Context: an optimization exercise on an open-source flow, tuned for a short achievable clock period and few clock cycles. The choices shown serve that exercise and are no tape-out recipe. In this exercise RTL edits were held to simulation tests only and were not proved equivalent to the original. No activity file was given, so power comes from the tool's default toggle rates.

[flow/flow/run.sh]
#!/bin/bash
# Layout flow: the standard flow (standard synthesis, then ORFS from floorplan to finish),
# except that the port buffers are plain sky130_fd_sc_hd__buf_4 cells instead of the delay
# cells buffer_ports picks by default, which the resizer then leaves slow on every port path.
set -euo pipefail
bash standard.sh synth > synth.log 2>&1
bash standard.sh BUFFER_PORTS_ARGS="-buffer_cell sky130_fd_sc_hd__buf_4" finish > layout.log 2>&1
[flow/standard.sh]
#!/bin/bash
# synth_recipe.tcl (not shown) runs the flow's synth.tcl, then flattens the netlist and writes it again
# the make line also repeats each setting of config.mk as NAME=value (left out here)
make -C /OpenROAD-flow-scripts/flow DESIGN_CONFIG=/design/flow/config.mk WORK_HOME=/design/flow/orfs CLKGATE_MAP_FILE= SYNTH_SCRIPT=/design/flow/synth_recipe.tcl "${@:-finish}"
[flow/config.mk]
export PLATFORM = sky130hd
export DESIGN_NAME = l1dTop
export DESIGN_NICKNAME = l1dTop
export VERILOG_FILES = /design/flow/design.v
export SDC_FILE = /design/flow/constraint.sdc
export NUM_CORES = 4
export LEC_CHECK = 0
export CAP_MARGIN = 20
export CORE_MARGIN = 2
export CORE_UTILIZATION = 40
export SETUP_SLACK_MARGIN = 2.3
export SLEW_MARGIN = 20
export TNS_END_PERCENT = 100
[flow/constraint.sdc]
create_clock -name core_clock -period 4.5 [get_ports {clk}]
set_input_delay 0.9000 -clock core_clock [delete_from_list [all_inputs] [get_ports {clk}]]
set_output_delay 0.9000 -clock core_clock [all_outputs]
set_load 0.01 [all_outputs]
[flow/design.v]
`default_nettype none
package l1dPkg;
    localparam int wordBits = 32;                        
    localparam logic [2:0] opPut           = 3'd0;       
    localparam logic [2:0] opGet           = 3'd4;       
    localparam logic [2:0] opAccessAck     = 3'd0;       
    localparam logic [2:0] opAccessAckData = 3'd1;       
    localparam logic [3:0] sizeWord = 4'd2;              
    typedef enum logic [1:0] {
        stIdle       = 2'b00,                            
        stWriteBus   = 2'b01,                            
        stReadBus    = 2'b10,                            
        stWriteCache = 2'b11                             
    } ctrlState;
endpackage
`default_nettype wire
`default_nettype none
module l1dTop #(
    parameter int         indexBits = 4,
    parameter logic [4:0] sourceId  = 5'd1
) (
    input  wire                                  clk,
    input  wire                                  rst_n,
    input  wire                                  reqValid,
    input  wire                                  reqWrite,
    input  wire  [l1dPkg::wordBits-1:0]          reqAddr,
    input  wire  [l1dPkg::wordBits-1:0]          reqWdata,
    output logic                                 respValid,
    output logic [l1dPkg::wordBits-1:0]          respRdata,
    output logic                                 respError,
    output logic                                 busy,
    output logic                                 aValid,
    input  wire                                  aReady,
    output logic [l1dPkg::wordBits-1:0]          aAddress,
    output logic [2:0]                           aOpcode,
    output logic [3:0]                           aSize,
    output logic [3:0]                           aMask,
    output logic [l1dPkg::wordBits-1:0]          aData,
    output logic [2:0]                           aParam,
    output logic [4:0]                           aSource,
    output logic                                 aCorrupt,
    input  wire                                  dValid,
    output logic                                 dReady,
    input  wire  [2:0]                           dOpcode,
    input  wire  [l1dPkg::wordBits-1:0]          dData,
    input  wire  [1:0]                           dParam,
    input  wire  [4:0]                           dSource,
    input  wire  [1:0]                           dSink,
    input  wire                                  dDenied,
    input  wire                                  dCorrupt,
    input  wire  [3:0]                           dSize
);
    localparam int lines   = 1 << indexBits;
    localparam int wb      = l1dPkg::wordBits;
    localparam int tagBits = wb - indexBits - 2;
    localparam int qBits   = 3;                          
    localparam int qLen    = 1 << qBits;
    typedef logic [qBits-1:0] qPtr;
    localparam int jRob    = 0;
    localparam int jWrite  = jRob + qLen;
    localparam int jTag    = jWrite + 1;
    localparam int jIdx    = jTag + tagBits;
    localparam int jSel    = jIdx + indexBits;
    localparam int jOldDat = jSel + lines;
    localparam int jOldTag = jOldDat + wb;
    localparam int jOldDty = jOldTag + tagBits;
    localparam int jOldVal = jOldDty + 1;
    localparam int jPut    = jOldVal + 1;
    localparam int jobBits = jPut + 1;
    typedef logic [jobBits-1:0] job_t;
    logic [lines-1:0]   validQ;
    logic [lines-1:0]   dirtyQ;
    logic [lines-1:0]   pendQ;                           
    logic [tagBits-1:0] tagQ  [lines];                   
    logic [tagBits-1:0] tagNS [lines];                   
    logic [tagBits-1:0] tagN  [lines];
    logic [wb-1:0]      dataQ [lines];
    qPtr                rHead, rTail;
    logic [qLen-1:0]    rUsed;                           
    logic [qLen-1:0]    rReady;                          
    logic [qLen-1:0]    rErr;
    logic [wb-1:0]      rData [qLen];
    logic               cActive;
    job_t               cJob;
    logic [lines-1:0]   cSel;                            
    job_t               wJob [qLen];
    qPtr                wHead, wTail;
    logic [qLen-1:0]    wTailSel;                        
    logic [qLen-1:0]    wNextSel;                        
    logic [qLen-1:0]    wUsed;                           
    logic                 bValid;
    logic                 bConf;                         
    logic                 bRedoRead;                     
    logic                 bRedoCmp;                      
    logic                 bFix;                          
    logic                 bTagEqP;                       
    logic [tagBits-1:0]   bPTag;                         
    logic                 bPWrite;
    logic [wb-1:0]        bPWdata;
    logic                 bPFwd;                         
    logic                 bWrite;
    logic [indexBits-1:0] bIdx;
    logic [tagBits-1:0]   bTag;
    logic [wb-1:0]        bWdata;
    logic [qLen-1:0]      bRob;                          
    logic [lines-1:0]     bSel;                          
    logic                 bHit;                          
    logic                 bVVal;                         
    logic                 bVDty;                         
    logic [tagBits-1:0]   bVTag;
    logic [wb-1:0]        bData;
    logic                 accept;
    logic                 stay;                          
    logic                 go;
    logic                 lHit;
    logic                 lMiss;
    logic [indexBits-1:0] rIdx;
    logic [tagBits-1:0]   rTag;
    logic [lines-1:0]     inMatch;
    logic ready;                                         
    assign accept = reqValid && ready;
    logic                 bGo;                           
    assign go     = bGo;
    assign stay   = bValid && bConf;
    assign lHit   = go && bHit;
    assign lMiss  = go && !bHit;
    logic [lines-1:0]     rSel;
    assign rIdx = reqAddr[indexBits+1:2];
    assign rTag = reqAddr[wb-1:indexBits+2];
    always_comb
        for (int i = 0; i < lines; i++)
            rSel[i] = (rIdx == i);
    always_comb
        for (int i = 0; i < lines; i++)
            inMatch[i] = validQ[i] && (tagQ[i] == rTag);
    logic isGetQ;
    logic done;
    logic fault;
    logic putOk;
    logic jobEnd;
    logic endOk;                                         
    assign done   = cActive && dValid && (dSource == sourceId) && (dSize == l1dPkg::sizeWord)
                    && (dOpcode == (isGetQ ? l1dPkg::opAccessAckData : l1dPkg::opAccessAck));
    assign fault  = dDenied || dCorrupt;
    assign putOk  = done && !isGetQ && !fault;
    assign jobEnd = done && (isGetQ || fault);
    assign endOk  = done && isGetQ && !fault;
    logic                 fValid;
    logic [lines-1:0]     fSel;
    logic                 fFault;
    logic                 fOldVal;
    logic                 fOldDty;
    logic [tagBits-1:0]   fOldTag;
    logic [wb-1:0]        fData;
    logic                 fWrData;
    always_ff @(posedge clk or negedge rst_n)
    begin
        if (!rst_n)
            fValid <= 1'b0;
        else
            fValid <= jobEnd;
    end
    always_ff @(posedge clk)
    begin
        fSel    <= cSel;
        fFault  <= fault;
        fOldVal <= cJob[jOldVal];
        fOldDty <= cJob[jOldDty];
        fOldTag <= cJob[jOldTag +: tagBits];
        fWrData <= fault || !cJob[jWrite];                 
        fData   <= fault ? cJob[jOldDat +: wb] : dData;
    end
    logic [lines-1:0] settle;
    assign settle = endOk ? cSel : '0;
    logic          pSame;
    logic          inHit;
    logic          inVVal;
    logic          inVDty;
    logic [tagBits-1:0] inVTag;
    logic [wb-1:0] inData;
    logic          confIn;
    logic          confB;
    logic          bValidNext;
    logic          bConfNext;
    assign pSame = go && (bIdx == rIdx);
    always_comb
    begin
        inHit  = |(inMatch & rSel);
        inVVal = validQ[rIdx];
        inVDty = dirtyQ[rIdx] || (pSame && bWrite);
        inVTag = tagQ[rIdx];
        inData = dataQ[rIdx];
        if (fValid && fWrData && fSel[rIdx])
            inData = fData;
    end
    logic               rdVVal;
    logic               rdVDty;
    logic [tagBits-1:0] rdVTag;
    logic [wb-1:0]      rdData;
    always_comb
    begin
        rdVVal = 1'b0;
        rdVDty = 1'b0;
        rdVTag = '0;
        rdData = '0;
        for (int i = 0; i < lines; i++)
            if (bSel[i])
            begin
                rdVVal = rdVVal | validQ[i];
                rdVDty = rdVDty | dirtyQ[i];
                rdVTag = rdVTag | tagQ[i];
                rdData = rdData | dataQ[i];
            end
    end
    assign confIn = (pendQ[rIdx] && !settle[rIdx] && !(fValid && !fFault && fSel[rIdx]))
                    || (lMiss && bIdx == rIdx);
    assign confB  = |(pendQ & ~settle & bSel);
    always_comb
    begin
        if (stay)
        begin
            bValidNext = 1'b1;
            bConfNext  = bRedoRead || (!bRedoCmp && confB);
        end
        else
        begin
            bValidNext = accept;
            bConfNext  = confIn;
        end
    end
    always_ff @(posedge clk or negedge rst_n)
    begin
        if (!rst_n)
        begin
            bValid    <= 1'b0;
            bConf     <= 1'b0;
            bGo       <= 1'b0;
            bRedoRead <= 1'b0;
            bRedoCmp  <= 1'b0;
            bFix      <= 1'b0;
        end
        else
        begin
            bFix      <= !stay && lMiss && (bIdx == rIdx);
            bValid    <= bValidNext;
            bConf     <= bConfNext;
            bGo       <= bValidNext && !bConfNext;
            if (stay)
            begin
                bRedoRead <= !bRedoRead && !bRedoCmp && fValid && fFault && |(fSel & bSel);
                bRedoCmp  <= bRedoRead;
            end
            else
            begin
                bRedoRead <= fValid && fFault && fSel[rIdx];
                bRedoCmp  <= 1'b0;
            end
        end
    end
    always_ff @(posedge clk)
    begin
        if (!stay)
        begin
            bWrite <= reqWrite;
            bIdx   <= rIdx;
            bTag   <= rTag;
            bWdata <= reqWdata;
            for (int e = 0; e < qLen; e++)
                bRob[e] <= (rTail == e);
            bSel   <= rSel;
            bHit   <= inHit;
            bTagEqP <= (rTag == bTag);
            bPTag   <= bTag;
            bPWrite <= bWrite;
            bPWdata <= bWdata;
            bPFwd   <= pSame && bWrite;
            bVVal  <= inVVal;
            bVDty  <= inVDty;
            bVTag  <= inVTag;
            bData  <= inData;
        end
        else if (bRedoRead)
        begin
            bVVal  <= rdVVal;
            bVDty  <= rdVDty;
            bVTag  <= rdVTag;
            bData  <= rdData;
            bPFwd  <= 1'b0;
        end
        else if (bFix)
        begin
            bHit   <= bTagEqP;
            bVVal  <= 1'b1;
            bVTag  <= bPTag;
            bVDty  <= bPWrite;
        end
        else if (bRedoCmp)
            bHit   <= bVVal && (bVTag == bTag);
    end
    logic          bFwd;                               
    logic [wb-1:0] lineData;
    logic [lines-1:0] nextSel;
    assign nextSel  = stay ? bSel : rSel;
    assign lineData = bFwd ? fData : bPFwd ? bPWdata : bData;
    always_ff @(posedge clk or negedge rst_n)
    begin
        if (!rst_n)
            bFwd <= 1'b0;
        else
            bFwd <= jobEnd && (fault || !cJob[jWrite]) && |(cSel & nextSel);
    end
    always_ff @(posedge clk or negedge rst_n)
    begin
        if (!rst_n)
        begin
            validQ <= '0;
            dirtyQ <= '0;
            pendQ  <= '0;
        end
        else
            for (int i = 0; i < lines; i++)
            begin
                if (go && bSel[i])
                begin
                    if (bHit)
                        dirtyQ[i] <= dirtyQ[i] || bWrite;
                    else
                    begin
                        validQ[i] <= 1'b1;
                        dirtyQ[i] <= bWrite;
                    end
                end
                else if (fValid && fFault && fSel[i])
                begin
                    validQ[i] <= fOldVal;
                    dirtyQ[i] <= fOldDty;
                end
                if (go && bSel[i] && !bHit)
                    pendQ[i] <= 1'b1;
                else if (fValid && fSel[i])
                    pendQ[i] <= 1'b0;
            end
    end
    always_comb
        for (int i = 0; i < lines; i++)
        begin
            tagN[i] = ~tagNS[i];
            if (go && bSel[i] && !bHit)
                tagN[i] = bTag;
            else if (fValid && fFault && fSel[i])
                tagN[i] = fOldTag;
        end
    always_ff @(posedge clk)
        for (int i = 0; i < lines; i++)
        begin
            tagQ[i]  <= tagN[i];
            tagNS[i] <= ~tagN[i];
            if (go && bSel[i] && bWrite)
                dataQ[i] <= bWdata;
            else if (fValid && fWrData && fSel[i])
                dataQ[i] <= fData;
        end
    job_t bJob;                                          
    assign bJob = {bVVal && bVDty, bVVal, bVDty, bVTag, lineData, bSel, bIdx, bTag, bWrite, bRob};
    logic fromWait;                                      
    logic fromLook;                                      
    logic busFree;                                       
    logic push;
    logic pop;
    assign busFree  = !cActive || jobEnd;
    assign fromWait = jobEnd && wUsed[0];
    assign fromLook = lMiss && busFree && !wUsed[0];
    assign push     = lMiss && !fromLook;
    assign pop      = fromWait;
    always_ff @(posedge clk)
        for (int e = 0; e < qLen; e++)
            if (wTailSel[e])
                wJob[e] <= bJob;
    always_ff @(posedge clk or negedge rst_n)
    begin
        if (!rst_n)
        begin
            wHead   <= '0;
            wTail   <= '0;
            wTailSel <= qLen'(1);
            wNextSel <= qLen'(2);
            wUsed   <= '0;
            cActive <= 1'b0;
        end
        else
        begin
            if (push)
            begin
                wTail    <= wTail + qPtr'(1);
                wTailSel <= {wTailSel[qLen-2:0], wTailSel[qLen-1]};
            end
            if (pop)
            begin
                wHead    <= wHead + qPtr'(1);
                wNextSel <= {wNextSel[qLen-2:0], wNextSel[qLen-1]};
            end
            if (push && !pop)
                wUsed <= {wUsed[qLen-2:0], 1'b1};
            else if (pop && !push)
                wUsed <= {1'b0, wUsed[qLen-1:1]};
            if (fromWait || fromLook)
                cActive <= 1'b1;
            else if (jobEnd)
                cActive <= 1'b0;
        end
    end
    logic [wb-1:2] aAddrQ;
    job_t          nJob;
    job_t          hJob;
    job_t          wNextJob;
    always_comb
    begin
        wNextJob = '0;
        for (int e = 0; e < qLen; e++)
            if (wNextSel[e])
                wNextJob = wNextJob | wJob[e];
    end
    always_ff @(posedge clk)
        if (pop)
            hJob <= wUsed[1] ? wNextJob : bJob;
        else if (!wUsed[0])
            hJob <= bJob;
    assign nJob = wUsed[0] ? hJob : bJob;
    logic          aValidI;
    logic          aValidN;
    assign aValidN = (fromWait || fromLook || putOk) || (aValidI && !aReady);
    always_ff @(posedge clk or negedge rst_n)
    begin
        if (!rst_n)
            aValidI <= 1'b0;
        else
            aValidI <= aValidN;
    end
    always_ff @(posedge clk)
        aValid <= aValidN;
    logic          isGetNS;
    logic [wb-1:2] aAddrNS;
    logic [wb-1:0] aDataNS;
    logic          aOpQ;
    logic          isGetN;
    logic [wb-1:2] aAddrN;
    logic [wb-1:0] aDataN;
    always_comb
    begin
        isGetN = !isGetNS;
        aAddrN = ~aAddrNS;
        aDataN = ~aDataNS;
        if (putOk)
        begin
            isGetN = 1'b1;
            aAddrN = {cJob[jTag +: tagBits], cJob[jIdx +: indexBits]};
        end
        else if (busFree)
        begin
            isGetN = !nJob[jPut];
            aAddrN = nJob[jPut] ? {nJob[jOldTag +: tagBits], nJob[jIdx +: indexBits]}
                                : {nJob[jTag +: tagBits], nJob[jIdx +: indexBits]};
            aDataN = nJob[jOldDat +: wb];
        end
    end
    always_ff @(posedge clk or negedge rst_n)
    begin
        if (!rst_n)
            isGetQ <= 1'b0;
        else
            isGetQ <= isGetN;
    end
    always_ff @(posedge clk)
    begin
        aOpQ    <= isGetN;
        aAddrQ  <= aAddrN;
        aData   <= aDataN;
        isGetNS <= !isGetN;
        aAddrNS <= ~aAddrN;
        aDataNS <= ~aDataN;
        if (!putOk && busFree)
        begin
            cJob   <= nJob;
            cSel   <= nJob[jSel +: lines];
        end
    end
    logic respNow;
    assign respNow = rUsed[0] && rReady[rHead];
    logic busyN;
    assign busyN = (bValidNext && bConfNext) || rUsed[qLen-1] || (rUsed[qLen-2] && accept);
    always_ff @(posedge clk)
    begin
        respValid <= respNow;
        busy      <= busyN;
    end
    always_ff @(posedge clk or negedge rst_n)
    begin
        if (!rst_n)
        begin
            rHead     <= '0;
            rTail     <= '0;
            rUsed     <= '0;
            rReady    <= '0;
            ready     <= 1'b1;
        end
        else
        begin
            if (accept)
                rTail <= rTail + qPtr'(1);
            if (respNow)
                rHead <= rHead + qPtr'(1);
            if (accept && !respNow)
                rUsed <= {rUsed[qLen-2:0], 1'b1};
            else if (respNow && !accept)
                rUsed <= {1'b0, rUsed[qLen-1:1]};
            ready  <= !busyN;
            for (int e = 0; e < qLen; e++)
            begin
                if (respNow && rHead == e)
                    rReady[e] <= 1'b0;
                else if ((lHit && bRob[e]) || (jobEnd && cJob[jRob + e]))
                    rReady[e] <= 1'b1;
            end
        end
    end
    always_ff @(posedge clk)
    begin
        for (int e = 0; e < qLen; e++)
        begin
            if (bValid && bRob[e])
            begin
                rData[e] <= bWrite ? bWdata : lineData;
                rErr[e]  <= 1'b0;
            end
            else if (jobEnd && cJob[jRob + e])
            begin
                if (!cJob[jWrite])
                    rData[e] <= dData;
                rErr[e]  <= fault;
            end
        end
        respRdata <= rData[rHead];
        respError <= rErr[rHead];
    end
    assign aAddress = {aAddrQ, 2'b00};
    assign aOpcode  = aOpQ ? l1dPkg::opGet : l1dPkg::opPut;
    assign aSize    = l1dPkg::sizeWord;
    assign aMask    = 4'hf;
    assign aParam   = 3'd0;
    assign aSource  = sourceId;
    assign aCorrupt = 1'b0;
    assign dReady   = 1'b1;
endmodule
`default_nettype wire
==> results of run 1 <==
==> sequential cells by signal (all words and copies together), names as in the netlist, 26 cells and up <==
name and count:
fOldTag 26, tagNS 416, cJob 115, dataQ 512, fData 32, bWdata 32, respRdata 32, bData 32
aDataNS 32, wJob 928, rData 256, bPWdata 32, aData 32, aAddrNS 30, bPTag 26, bVTag 26
hJob 116, bTag 26, tagQ 416, aAddrQ 30
==> logic make-up (layout without fill, tap and decap cells) <==
family | Yosys count | after routing | share of synthesized area
simple gates | 2413 | 2423 | 0.07639
mux | 854 | 854 | 0.06967
other cells | 2 | 51 | 0.00005344
fa+ha+maj | 14 | 14 | 0.001246
buf+inv | 1550 | 1951 | 0.04406
compound gates | 3256 | 3264 | 0.1593
xor+xnor | 474 | 474 | 0.02954
flops | 3322 | 3322 | 0.6197
==> routing by layer <==
| metal | global-route usage | vias to the layer above |
|---|---|---|
| li1 | - | 44506 |
| met1 | 0.4239 | 54286 |
| met2 | 0.4786 | 8642 |
| met3 | 0.09404 | 2193 |
| met4 | 0.1643 | 38 |
| met5 | 0.0004057 | - |
==> worst paths after layout <==
check / slack [ns] / endpoint / from / cells past startpoint
setup / recovery: 2.07 / bData[24]$_DFFE_PP_ / fSel[4]$_DFF_P_ / 8
hold / removal: 0.11 / bWdata[4]$_DFFE_PN_ / reqWdata[4] / 1
setup reg to reg: 2.07 / bData[24]$_DFFE_PP_ / fSel[4]$_DFF_P_ / 8
hold reg to reg: 0.34 / fOldDty$_DFF_P_ / cJob[113]$_DFFE_PP_ / 0
max in group asynchronous: 3.27 / bFwd$_DFF_PN0_ / rst_n / 3
min in group asynchronous: 0.50 / aValidI$_DFF_PN0_ / rst_n / 3
==> stage by stage <==
| stage | cells | hold WS [ns] | utilization | setup WS [ns] | area [um^2] |
|---|---|---|---|---|---|
| after floorplan | 11905 | 0.3233 | - | 0.6298 | 140800 |
| after global routing | 16937 | 0.09330 | 0.4785 | 2.017 | 167200 |
| final | 16952 | 0.1097 | 0.4786 | 2.067 | 167200 |
| after detailed placement | 15945 | 0.3281 | 0.4207 | 0.7520 | 147000 |
| after global placement | 15945 | 0.3316 | 0.4207 | 0.7565 | 147000 |
| after CTS | 16790 | 0.07217 | 0.4678 | 2.062 | 163500 |
==> critical path: stages, from the launching register on <==
cell	delay, ns
dfxtp_4	0.35
mux4_2	0.47
mux2_4	0.29
mux2_4	0.34
nand2_8	0.15
buf_12	0.12
buf_16	0.19
o221ai_1	0.13
a31oi_1	0.19
==> power by group through the flow <==
stage          combinational (W)  sequential [W]  clock (W)
6_report                  0.0292          0.0482     0.0296
5_1_grt                   0.0308          0.0483     0.0309
4_1_cts                   0.0271          0.0477     0.0297
3_5_place_dp              0.0246          0.0485          0
3_3_place_gp              0.0239          0.0483          0
2_1_floorplan             0.0163          0.0447          0
==> area by class of cell <==
cell class,count,share of cell area
clock buffer,495,0.05972
tap,4599,0.03441
inverter,471,0.01077
sequential,3322,0.5232
timing repair buffer,834,0.06056
multi-input combinational,7051,0.3013
clock inverter,151,0.009682
antenna,29,0.0004340
==> cells in the final DEF, fill, tap and decap left out, types with 41 or more instances in the layout <==
master / count
a21oi_1: 448
a221oi_1: 298
a22o_1: 291
a22oi_1: 786
a31oi_1: 44
buf_12: 128
buf_4: 428
buf_6: 178
clkbuf_1: 87
clkbuf_16: 390
clkbuf_8: 51
clkinv_2: 54
dfrtp_1: 79
dfxtp_1: 1057
dfxtp_2: 113
dfxtp_4: 42
edfxtp_1: 2004
inv_1: 462
mux2_2: 745
mux2i_1: 49
nand2_1: 1231
nand3_1: 114
nand4_1: 325
nor2_1: 417
nor4_1: 62
o21a_1: 432
o21ai_0: 614
o21ai_1: 41
o21ai_2: 62
xnor2_1: 199
xnor2_2: 41
xor2_1: 206
==> what timing repair did <==
item / 4_1_cts / 5_1_grt
gates resized for setup: 599 / 480
gates cloned: 34 / 51
endpoints found under the setup margin: 3148 / 1590
pin swaps: 53 / 85
endpoints found under the hold margin: 23 / 0
buffers inserted: 164 / 82
hold buffers: 1 / 0
==> results.json, run 1 <==
{
  "drtAntennaViolNets": 0,
  "yosysTopAreaCellShare": 0.4282,
  "htree_levels": 5,
  "synthTopCellsByArea": "edfxtp_1 (43%), dfxtp_1 (17%), mux2_2 (6.0%)",
  "via_count": 109665,
  "gp_congestion": 1.057,
  "rsz0062_at_grt": "true",
  "cts_tree": "yes",
  "synth-async-reset-ratio": 0.03191,
  "synth_cell_type_count": 71,
  "clkSinkCount": 3322,
  "fin_skew_ns": 0.05858,
  "start_util": 0.4022,
  "ir_drop_uv": 458.2,
  "antenna_found_initial": 64,
  "worstMarginPinSlew_ns": 1.136,
  "ys.flop_type": "edfxtp_1",
  "portBuffers": 212,
  "p_comb_frac": 0.273,
  "num_rows": 217,
  "insertion_delay_ns": 0.98,
  "core_mm2": 0.3494,
  "drc": 0,
  "status": "no timing/DRC/antenna violations",
  "yosysWarnings": 7,
  "syn_to_final_growth_pct": 18.99,
  "pwr_density_cell_mw_per_mm2": 640.0,
  "clock_path_buffers": 4,
  "setup_viol": 0,
  "totalWireLength_um": 614100,
  "die_area_mm2": 0.3561,
  "yosys-top-cells-count": "edfxtp_1 (2,004), nand2_1 (1,305), dfxtp_1 (1,212)",
  "grt-ovfl-total": 0,
  "path_class": "reg2reg",
  "fin_setup_tns_ns": 0,
  "first_pass_iters": 10,
  "yosysTopAreaCell": "edfxtp_1",
  "worst_ep_required_time_ns": 5.27,
  "total_power_w": 0.1070,
  "synth_edf_count": 2004,
  "dr_wl_met3_um": 80970,
  "io_pins": 241,
  "cts-root-buf": "clkbuf_16",
  "seq_area_frac_synth": 0.6197,
  "die_w_um": 596.8,
  "cts.clk_slew.worst_paths_ns": 0.07,
  "final_layout_size_suffix_gt1_frac": 0.2225,
  "wl_per_cell_um": 36.23,
  "p_leak_nw": 60.06,
  "avgSynthCellArea_um2": 11.83,
  "synth_cells": 11885,
  "maxSlewViolCount": 0,
  "dp_hpwl_um": 335700,
  "cts_buffers": 347,
  "relSlewSlack": 0.2425,
  "synthMostInstantiatedCell": "edfxtp_1",
  "switchingPower_w": 0.03785,
  "cp-start-kind": "flip-flop",
  "path_max_fanout": 8,
  "p_int_w": 0.06918,
  "hold_class": "in2reg",
  "dieHeight_um": 596.8,
  "fill_cells": 30402,
  "seq_power_share": 0.450,
  "min_period_ns": 2.433,
  "avgViaCountPerCell": 6.469,
  "final_nets": 12161,
  "finalHoldViolCount": 0,
  "grt_usage": 0.3212,
  "critical_path_arrival_ns": 3.21,
  "max_freq_mhz": 411.0,
  "grt_first_pass_wirelength_um": 808700,
  "multi_input_area_mm2": 0.05038,
  "wl_met1_um": 228900,
  "end_kind": "flip-flop",
  "register_area_mm2": 0.08748,
  "drt_iter0_markers": 18099,
  "finalCritPeriodShare": 0.5407,
  "max_cap_violations": 0,
  "p_sw_frac": 0.3536,
  "wl_met2_um": 262800,
  "route.top_layer_used": "met5",
  "synth-seq-cells": 3322,
  "synth_area_mm2": 0.1405,
  "grt_pass1_vias": 100518,
  "clkPwrFrac": 0.277,
  "grt_max_degree": 111
}
Testbench counts, summed over its fixed seeds: cycles 13,055.
==> run 2, diff against run 1 <==
--- a/flow/design.v
+++ b/flow/design.v
@@ -269,5 +269,4 @@
                 bRob[e] <= (rTail == e);
             bSel   <= rSel;
-            bHit   <= inHit;
             bTagEqP <= (rTag == bTag);
             bPTag   <= bTag;
@@ -278,5 +277,4 @@
             bVDty  <= inVDty;
             bVTag  <= inVTag;
-            bData  <= inData;
         end
         else if (bRedoRead)
@@ -285,16 +283,39 @@
             bVDty  <= rdVDty;
             bVTag  <= rdVTag;
-            bData  <= rdData;
             bPFwd  <= 1'b0;
         end
         else if (bFix)
         begin
-            bHit   <= bTagEqP;
             bVVal  <= 1'b1;
             bVTag  <= bPTag;
             bVDty  <= bPWrite;
         end
+    end
+    logic          bHitNS;
+    logic          bHitN;
+    logic [wb-1:0] bDataNS;
+    logic [wb-1:0] bDataN;
+    always_comb
+    begin
+        bHitN  = !bHitNS;
+        bDataN = ~bDataNS;
+        if (!stay)
+        begin
+            bHitN  = inHit;
+            bDataN = inData;
+        end
+        else if (bRedoRead)
+            bDataN = rdData;
+        else if (bFix)
+            bHitN  = bTagEqP;
         else if (bRedoCmp)
-            bHit   <= bVVal && (bVTag == bTag);
+            bHitN  = bVVal && (bVTag == bTag);
+    end
+    always_ff @(posedge clk)
+    begin
+        bHit    <= bHitN;
+        bHitNS  <= !bHitN;
+        bData   <= bDataN;
+        bDataNS <= ~bDataN;
     end
     logic          bFwd;                               
==> run 2 against run 1 <==
Effect of this change: critical endpoint is now bHitNS$_DFF_P_; non-clock buffer count rose by 165; still clean; register-to-register slack lost 0.06 ns; combinational power up about 20%; die area increased by 0.96%; design area rose by 3.3%; worst setup slack worse by 0.063 ns; highest routed layer unchanged; flip-flop and latch count is 33 higher; critical path depth shrank 2.
==> results.json, run 2 <==
{
  "avgViaCountPerCell": 6.574,
  "synth-async-reset-ratio": 0.03159,
  "drt_iter0_markers": 19555,
  "cpPeakStageDelay_ns": 0.71,
  "portBuffers": 212,
  "muxShareOfSynthArea": 0.06948,
  "grt_first_pass_wirelength_um": 856400,
  "totalWireLength_um": 647400,
  "yosys-top-cells-count": "edfxtp_1 (2,003), nand2_1 (1,310), dfxtp_1 (1,246)",
  "num_rows": 218,
  "crit_slowest_cell": "xnor2_1",
  "final_common_cell": "edfxtp_1",
  "grt_usage": 0.3406,
  "ir_drop_uv": 465.5,
  "max_freq_mhz": 400.7,
  "die_area_mm2": 0.3595,
  "largest_reg_flops": 928,
  "core_mm2": 0.3530,
  "setup_viol": 0,
  "synth-compound-area-share": 0.1622,
  "antenna_found_initial": 56,
  "io_pins": 241,
  "grt_pass1_vias": 105448,
  "status": "no timing/DRC/antenna violations",
  "critical_path_arrival_ns": 3.35,
  "hold_class": "in2async",
  "cts_hold_buf": 0,
  "final_cell_mix": "edfxtp_1 (2,003), nand2_1 (1,244), dfxtp_1 (1,079), o21ai_0 (708), mux2_2 (654)",
  "fin_skew_ns": 0.05365,
  "final_layout_size_suffix_gt1_frac": 0.2415,
  "maxSlewViolCount": 0,
  "path_class": "reg2reg",
  "gp_congestion": 1.055,
  "cts_tree": "yes",
  "synth-adder-area-share": 0.001234,
  "finalCritPeriodShare": 0.5546,
  "insertion_delay_ns": 0.98,
  "yosysTopAreaCell": "edfxtp_1",
  "cts.clk_slew.worst_paths_ns": 0.06,
  "reg_top3": "wJob x928, dataQ x512",
  "worstMarginPinSlew_ns": 1.241,
  "synthSimpleGateAreaFrac": 0.07422,
  "max_cap_violations": 0,
  "worst_ep_required_time_ns": 5.36,
  "via_count": 114666,
  "htree_levels": 5,
  "fin_setup_tns_ns": 0,
  "synth_cells": 12073,
  "synth_top_family_by_area": "compound AO/OA/AOI/OAI gates",
  "drc": 0,
  "grt-ovfl-total": 0,
  "p_leak_nw": 63.16,
  "clock_path_buffers": 4,
  "synthMostInstantiatedCell": "edfxtp_1",
  "finalHoldViolCount": 0,
  "pwr_density_cell_mw_per_mm2": 660.6,
  "grt_max_degree": 103,
  "dp_hpwl_um": 358500,
  "die_w_um": 599.6,
  "wl_per_cell_um": 37.12,
  "cts_buffers": 345,
  "yosysWarnings": 7,
  "first_pass_iters": 13,
  "synth-seq-cells": 3355,
  "min_period_ns": 2.496,
  "avgSynthCellArea_um2": 11.75,
  "final_nets": 12504,
  "path_cells": "xnor2_1 > nand4_1 > nor4_2 > a2111oi_1 > and4_4 > a21o_1",
  "clkSinkCount": 3355,
  "synth_area_mm2": 0.1419,
  "syn_to_final_growth_pct": 21.70,
  "start_util": 0.4020,
  "regMostFlops": "wJob",
  "relSlewSlack": 0.1728,
  "synth_cell_type_count": 81,
  "yosysTopAreaCellShare": 0.4239,
  "cts-root-buf": "clkbuf_16",
  "seq_area_frac_synth": 0.6184,
  "ys.flop_type": "edfxtp_1",
  "yosys.area_share.xor_xnor": 0.02926,
  "rsz0062_at_grt": "true",
  "path_max_fanout": 3,
  "dieHeight_um": 599.6,
  "cp-start-kind": "flip-flop",
  "hold_slack_ns": 0.06435,
  "synth_edf_count": 2003,
  "end_kind": "flip-flop",
  "synthTopCellsByArea": "edfxtp_1 (42%), dfxtp_1 (18%), mux2_2 (5.4%)",
  "drtAntennaViolNets": 0
}
run 2: changes by cell type after synthesis, sizes merged, moves of 61 or more:
cell,previous run,this run
mux2i,82,157
o21ai,729,825
mux2,748,686
nand4,325,264
inv,469,553
a22oi,786,639
run 2: final cells by class:
cell class,count,area [um^2]
Multi-Input combinational cell,7112,52300
Clock inverter,154,1589
Antenna cell,47,117.6
Sequential cell,3355,88160
Inverter,557,2120
Fill cell,30393,180300
Clock buffer,488,9903
Tap cell,4730,5918
Timing Repair Buffer,999,12580
run 2: cell families after synthesis:
kind of cell / Yosys count
buffers and inverters: 1643
muxes: 868
DFF: 3355
AOI/OAI and AO/OA: 3335
other: 2
adders and majority gates: 14
and+or+nand+nor: 2382
xor gates and xnor gates: 474
run 2: what timing repair did:
item,4_1_cts,5_1_grt
setup buffers,242,130
setup endpoints to repair,3396,1367
pin swaps,118,80
gates cloned,55,32
resized for setup,1062,439
run 2: final timing paths:
check	startpoint	end	cells after the start	slack, ns
worst max-delay path	tagQ[1][2]$_DFF_P_	bHitNS$_DFF_P_	6	2.00
max in group asynchronous	rst_n	dirtyQ[6]$_DFFE_PN0P_	2	3.59
min in group core_clock	reqWdata[17]	bWdata[17]$_DFFE_PN_	1	0.11
worst min register to register	cJob[113]$_DFFE_PP_	fOldDty$_DFF_P_	0	0.34
worst max register to register	tagQ[1][2]$_DFF_P_	bHitNS$_DFF_P_	6	2.00
worst min-delay path	rst_n	wTailSel[7]$_DFFE_PN0P_	1	0.06
run 2: routing by layer:
layer  track usage  share of wire
met5             0        0.00054
met4        0.2062          0.079
met3        0.1094           0.14
met2        0.4995           0.42
met1        0.4380           0.36
run 2: worst max-delay path, delay by kind of cell (launching register included):
family / cells / cell delay [ns]
AND/OR/NAND/NOR: 3 / 1.03
flip-flops: 1 / 0.38
AO/OA/AOI/OAI: 2 / 0.28
XOR/XNOR: 1 / 0.71
run 2: where the power goes:
group | internal (W) | switching (W)
Sequential | 0.0419 | 0.00791
Combinational | 0.0135 | 0.0214
Clock | 0.0167 | 0.0128
run 2: through the flow:
stage / utilization / power, W / area [um^2] / std cells / setup WS, ns
3_3_place_gp: 0.4221 / 0.07472 / 149000 / 16289 / 0.5254
6_report: 0.4893 / 0.1141 / 172700 / 17442 / 2.004
5_1_grt: 0.4890 / 0.1168 / 172600 / 17410 / 2.044
3_5_place_dp: 0.4221 / 0.07558 / 149000 / 16289 / 0.4916
4_1_cts: 0.4778 / 0.1096 / 168700 / 17228 / 2.020
2_1_floorplan: - / 0.06185 / 142400 / 12093 / 0.4735
Testbench counts of run 2, summed over its fixed seeds: cycles 13,055.

[what the ideal ports hide]
The results above use ideal ports. As a check the final layouts listed here were re-extracted and re-timed, cells and wires unchanged.
Step 1 (the two cells are an assumption about what drives the block):
set clk [get_ports {clk}]
set_driving_cell -lib_cell sky130_fd_sc_hd__clkbuf_16 $clk
set_driving_cell -lib_cell sky130_fd_sc_hd__buf_2 [delete_from_list [all_inputs] $clk]
Step 2 adds t to the input delays and takes it off the output delays; t is the mean of the earliest and latest rising clock arrival at the registers after step 1. Input paths then give back, and output paths get back, about the clock's delay inside the block.
Slacks: no drivers / after step 1 / after step 2; pairs: no drivers / after step 1.
| run | t, ns | setup slack, ns | hold WS [ns] | worst setup path after step 2 |
|---|---|---|---|---|
| run 1 | 1.049 | 2.067 / 1.974 / 0.925 | 0.110 / 0.033 / 0.339 | input to register |
| run 2 | 1.068 | 2.004 / 1.946 / 0.957 | 0.064 / -0.019 / 0.345 | input to register |
After both steps setup and hold are still met in every run listed. The setup slack of run 1, which loses most, moves by -0.093 ns with the drivers and by -1.142 ns with both steps.
